This is an optimization exercise on Yosys and OpenROAD, whose aim is small area and a short achievable clock period, not a production implementation. The RTL was checked by simulation tests, not by an equivalence proof against the original design.

## axis_fir_lowpass
module axis_fir_lowpass (
        input  logic               s00_axis_aclk,
        input  logic               rst_n,
        input  logic               s00_axis_tvalid,
        input  fir_pkg::bus_word_t s00_axis_tdata,
        input  logic               s00_axis_tlast,
        output logic               s00_axis_tready,
        input  logic               m00_axis_tready,
        output logic               m00_axis_tvalid,
        output fir_pkg::bus_word_t m00_axis_tdata,
        output logic               m00_axis_tlast
);
clock: 10.5 ns
lec_check: 0
abc_clock_period_in_ps: 1500
cap_margin: 20
core_margin: 2
core_utilization: 70
slew_margin: 20
synth_hierarchical: 1
standard.sh (not shown) runs the stock make flow with config.mk's settings and CLKGATE_MAP_FILE= SYNTH_SCRIPT=/design/flow/synth_recipe.tcl, a recipe that flattens the netlist after the stock synthesis.
==> flow/flow/run.sh <==
#!/bin/bash
set -euo pipefail
bash standard.sh SETUP_SLACK_MARGIN=5.7 "BUFFER_PORTS_ARGS=-buffer_cell sky130_fd_sc_hd__buf_1" finish > standard.log 2>&1
Edit:
==> flow/flow/run.sh (replaced) <==
#!/bin/bash
set -euo pipefail
bash standard.sh SETUP_SLACK_MARGIN=6.0 "BUFFER_PORTS_ARGS=-buffer_cell sky130_fd_sc_hd__buf_1" finish > standard.log 2>&1
What happened: Cell count climbs by 2.8%; via count goes up by 2.1%; hold slack stays flat.
Edit:
==> flow/run.sh (new file) <==
#!/bin/bash
# synth_recipe.tcl (not shown) runs the flow's synth.tcl, then flattens the netlist and writes it again
# the make line also repeats each setting of config.mk as NAME=value (left out here)
make -C /OpenROAD-flow-scripts/flow DESIGN_CONFIG=/design/flow/config.mk WORK_HOME=/design/flow/orfs CLKGATE_MAP_FILE= SYNTH_SCRIPT=/design/flow/synth_recipe.tcl finish
ABC_CLOCK_PERIOD_IN_PS = not set   (was 1500)
CORE_UTILIZATION = 60   (was 70)
SETUP_SLACK_MARGIN = 5   (was not set)
removed: flow/flow/run.sh
removed: flow/standard.sh
What happened: The new run finished clean. Sequential share of layout area increases by 0.22 points. Setup slack gets worse by 0.67 ns. Clock skew decreases by 0.0036 ns. Worst hold slack is about the same. Core utilization decreases by 13 points. Global-route usage decreases by 4.3 points.
Edit:
==> flow/flow/run.sh (new file) <==
#!/bin/bash
set -euo pipefail
bash standard.sh SETUP_SLACK_MARGIN=5.7 finish > standard.log 2>&1
==> flow/standard.sh (new file) <==
#!/bin/bash
# synth_recipe.tcl (not shown) runs the flow's synth.tcl, then flattens the netlist and writes it again
# the make line also repeats each setting of config.mk as NAME=value (left out here)
make -C /OpenROAD-flow-scripts/flow DESIGN_CONFIG=/design/flow/config.mk WORK_HOME=/design/flow/orfs CLKGATE_MAP_FILE= SYNTH_SCRIPT=/design/flow/synth_recipe.tcl "${@:-finish}"
SETUP_SLACK_MARGIN = not set   (was 5)
removed: flow/run.sh
Result:
- The new run finished with timing, DRC and antenna clean
- die area stays the same
- routed wire length rose slightly
- cell count rose slightly

Another version of the RTL of axis_fir_lowpass (not shown whole).
Size in the first run: about 2,700 cells after synthesis, about 540 flip-flops, roughly 140 I/O pins, roughly 40,000 µm² of cells after synthesis.
clock: 10.5 ns
lec_check: 0
abc_clock_period_in_ps: 1500
cap_margin: 0
core_margin: 2
core_utilization: 70
slew_margin: 0
synth_hierarchical: 1
tns_end_percent: 0
==> flow/flow/run.sh <==
#!/bin/bash
set -euo pipefail
bash standard.sh SETUP_SLACK_MARGIN=5.7 "BUFFER_PORTS_ARGS=-buffer_cell sky130_fd_sc_hd__buf_1" finish > standard.log 2>&1
==> next run, changes <==
Settings changed: CAP_MARGIN 0 to 20, CTS_BUF_LIST set to sky130_fd_sc_hd__clkbuf_4 sky130_fd_sc_hd__clkbuf_8, SLEW_MARGIN 0 to 20, TNS_END_PERCENT 0 to not set.
Outcome:
- design area barely changes
- critical path depth is unchanged
- die area stays the same
- clock skew rises by 0.011 ns
- count of clock-buffer cells in the layout is higher by 73
- worst setup slack is better by 0.024 ns
==> next run, changes <==
Settings changed: CTS_BUF_LIST sky130_fd_sc_hd__clkbuf_4 sky130_fd_sc_hd__clkbuf_8 to not set, TNS_END_PERCENT set to 0.
Outcome:
- routed wire length climbs by 1.7%
- via count stays flat
- sequential cell count is unchanged
- worst setup slack is worse by 0.024 ns
- non-clock buffer count grows by 1
- hold slack gets better by 0.0073 ns
- die area is unchanged
- area after synthesis does not change
- global-route usage went up by 0.30 points
==> next run, changes <==
==> flow/flow/run.sh (replaced) <==
#!/bin/bash
set -euo pipefail
bash standard.sh SETUP_SLACK_MARGIN=5.8 "BUFFER_PORTS_ARGS=-buffer_cell sky130_fd_sc_hd__buf_1" finish > standard.log 2>&1
Settings changed: CORE_UTILIZATION 70 to 75, TNS_END_PERCENT 0 to not set.
=>
- setup slack gains 0.064 ns
- maximum frequency climbs by 1.4%
- via count rises by 1.5%
- hold slack loses 0.0082 ns
- routed wire length rose by 4.3%
- synthesized cell count stays the same
- critical path depth went down by 1
- die area goes down by 6.6%

axis_fir_lowpass, a different RTL version from the one above (not shown whole).
Size in the first run: roughly 2,800 cells after synthesis, ~140 I/O pins, about 40,000 µm² of cells after synthesis.
Settings: LEC_CHECK=0, ABC_CLOCK_PERIOD_IN_PS=1500, CAP_MARGIN=20, CORE_MARGIN=2, CORE_UTILIZATION=70, SLEW_MARGIN=20, SYNTH_HIERARCHICAL=1; clock period 10.5 ns.
==> flow/flow/run.sh <==
#!/bin/bash
set -euo pipefail
bash standard.sh SETUP_SLACK_MARGIN=5.7 "BUFFER_PORTS_ARGS=-buffer_cell sky130_fd_sc_hd__buf_1" finish > standard.log 2>&1
The first run finished with timing, DRC and antenna clean.
Rerun with:
- CORE_UTILIZATION: 70 -> 80
Outcome:
- final area falls by about 0.5%
- clock skew rises by 0.018 ns
- sequential share of layout area rises by 0.17 points
- synthesized area does not change
- via count rises by 6.2%
Rerun with:
==> flow/flow/run.sh (replaced) <==
#!/bin/bash
set -euo pipefail
bash standard.sh SETUP_SLACK_MARGIN=6.0 "BUFFER_PORTS_ARGS=-buffer_cell sky130_fd_sc_hd__buf_1" finish > standard.log 2>&1
- CORE_UTILIZATION: 80 -> 70
The new run finished with timing, DRC and antenna clean. Count of clock-buffer cells in the layout is higher by 8. Global-route usage is lower by 8.1 points. Final cell count is higher by a few percent. Via count is lower by a few percent. Cell area is higher by a few percent. Setup slack is better by 0.041 ns. Register-to-register slack is better by 0.04 ns.

port drivers added, routing unchanged:
The flow's constraints put no driver on any port. The routed layouts listed below were extracted and timed again, unchanged, in two steps.
Step 1 sets driving cells, clkbuf_16 on the clock port and buf_2 on the other inputs (assumed; they add their load-dependent delay and slew).
Step 2 moves the port delays by t, midway between the first and last clock arrival at a register: inputs arrive t later, outputs are due t later. That takes back most of the time a late clock gives input paths.
a / b / c = ideal ports / drivers / drivers and shift; a / b = the first two.
run | shift t [ns] | setup slack, ns | worst setup path at the end | slew at the worst register clock pin (ns) | worst data-port slew with drivers (ns)
the first run of note 1 | 0.673 | 5.677 / 5.703 / 5.030 | input to register | 0.07 / 0.07 | 0.06
the second run of note 1 | 0.672 | 5.777 / 5.798 / 5.126 | input to register | 0.07 / 0.07 | 0.07
the third run of note 1 | 0.682 | 5.106 / 5.146 / 4.464 | input to register | 0.07 / 0.07 | 0.05
the fourth run of note 1 | 0.689 | 5.604 / 5.631 / 4.942 | input to register | 0.06 / 0.06 | 0.05
the first run of note 2 | 0.680 | 5.740 / 5.741 / 5.061 | input to register | 0.06 / 0.06 | 0.07
the second run of note 2 | 0.733 | 5.763 / 5.755 / 5.022 | input to register | 0.07 / 0.07 | 0.08
the third run of note 2 | 0.680 | 5.740 / 5.741 / 5.061 | input to register | 0.06 / 0.06 | 0.07
the fourth run of note 2 | 0.663 | 5.803 / 5.816 / 5.153 | input to register | 0.07 / 0.07 | 0.07
the first run of note 3 | 0.675 | 5.783 / 5.787 / 5.150 | input to register | 0.06 / 0.06 | 0.05
the second run of note 3 | 0.679 | 5.659 / 5.659 / 5.166 | input to register | 0.07 / 0.07 | 0.06
the third run of note 3 | 0.675 | 5.700 / 5.700 / 5.243 | input to register | 0.06 / 0.06 | 0.07
After both steps every run listed still meets setup and hold. The setup slack of the second run of note 2, which loses most, moves by -0.008 ns with the drivers and by -0.741 ns with both steps.
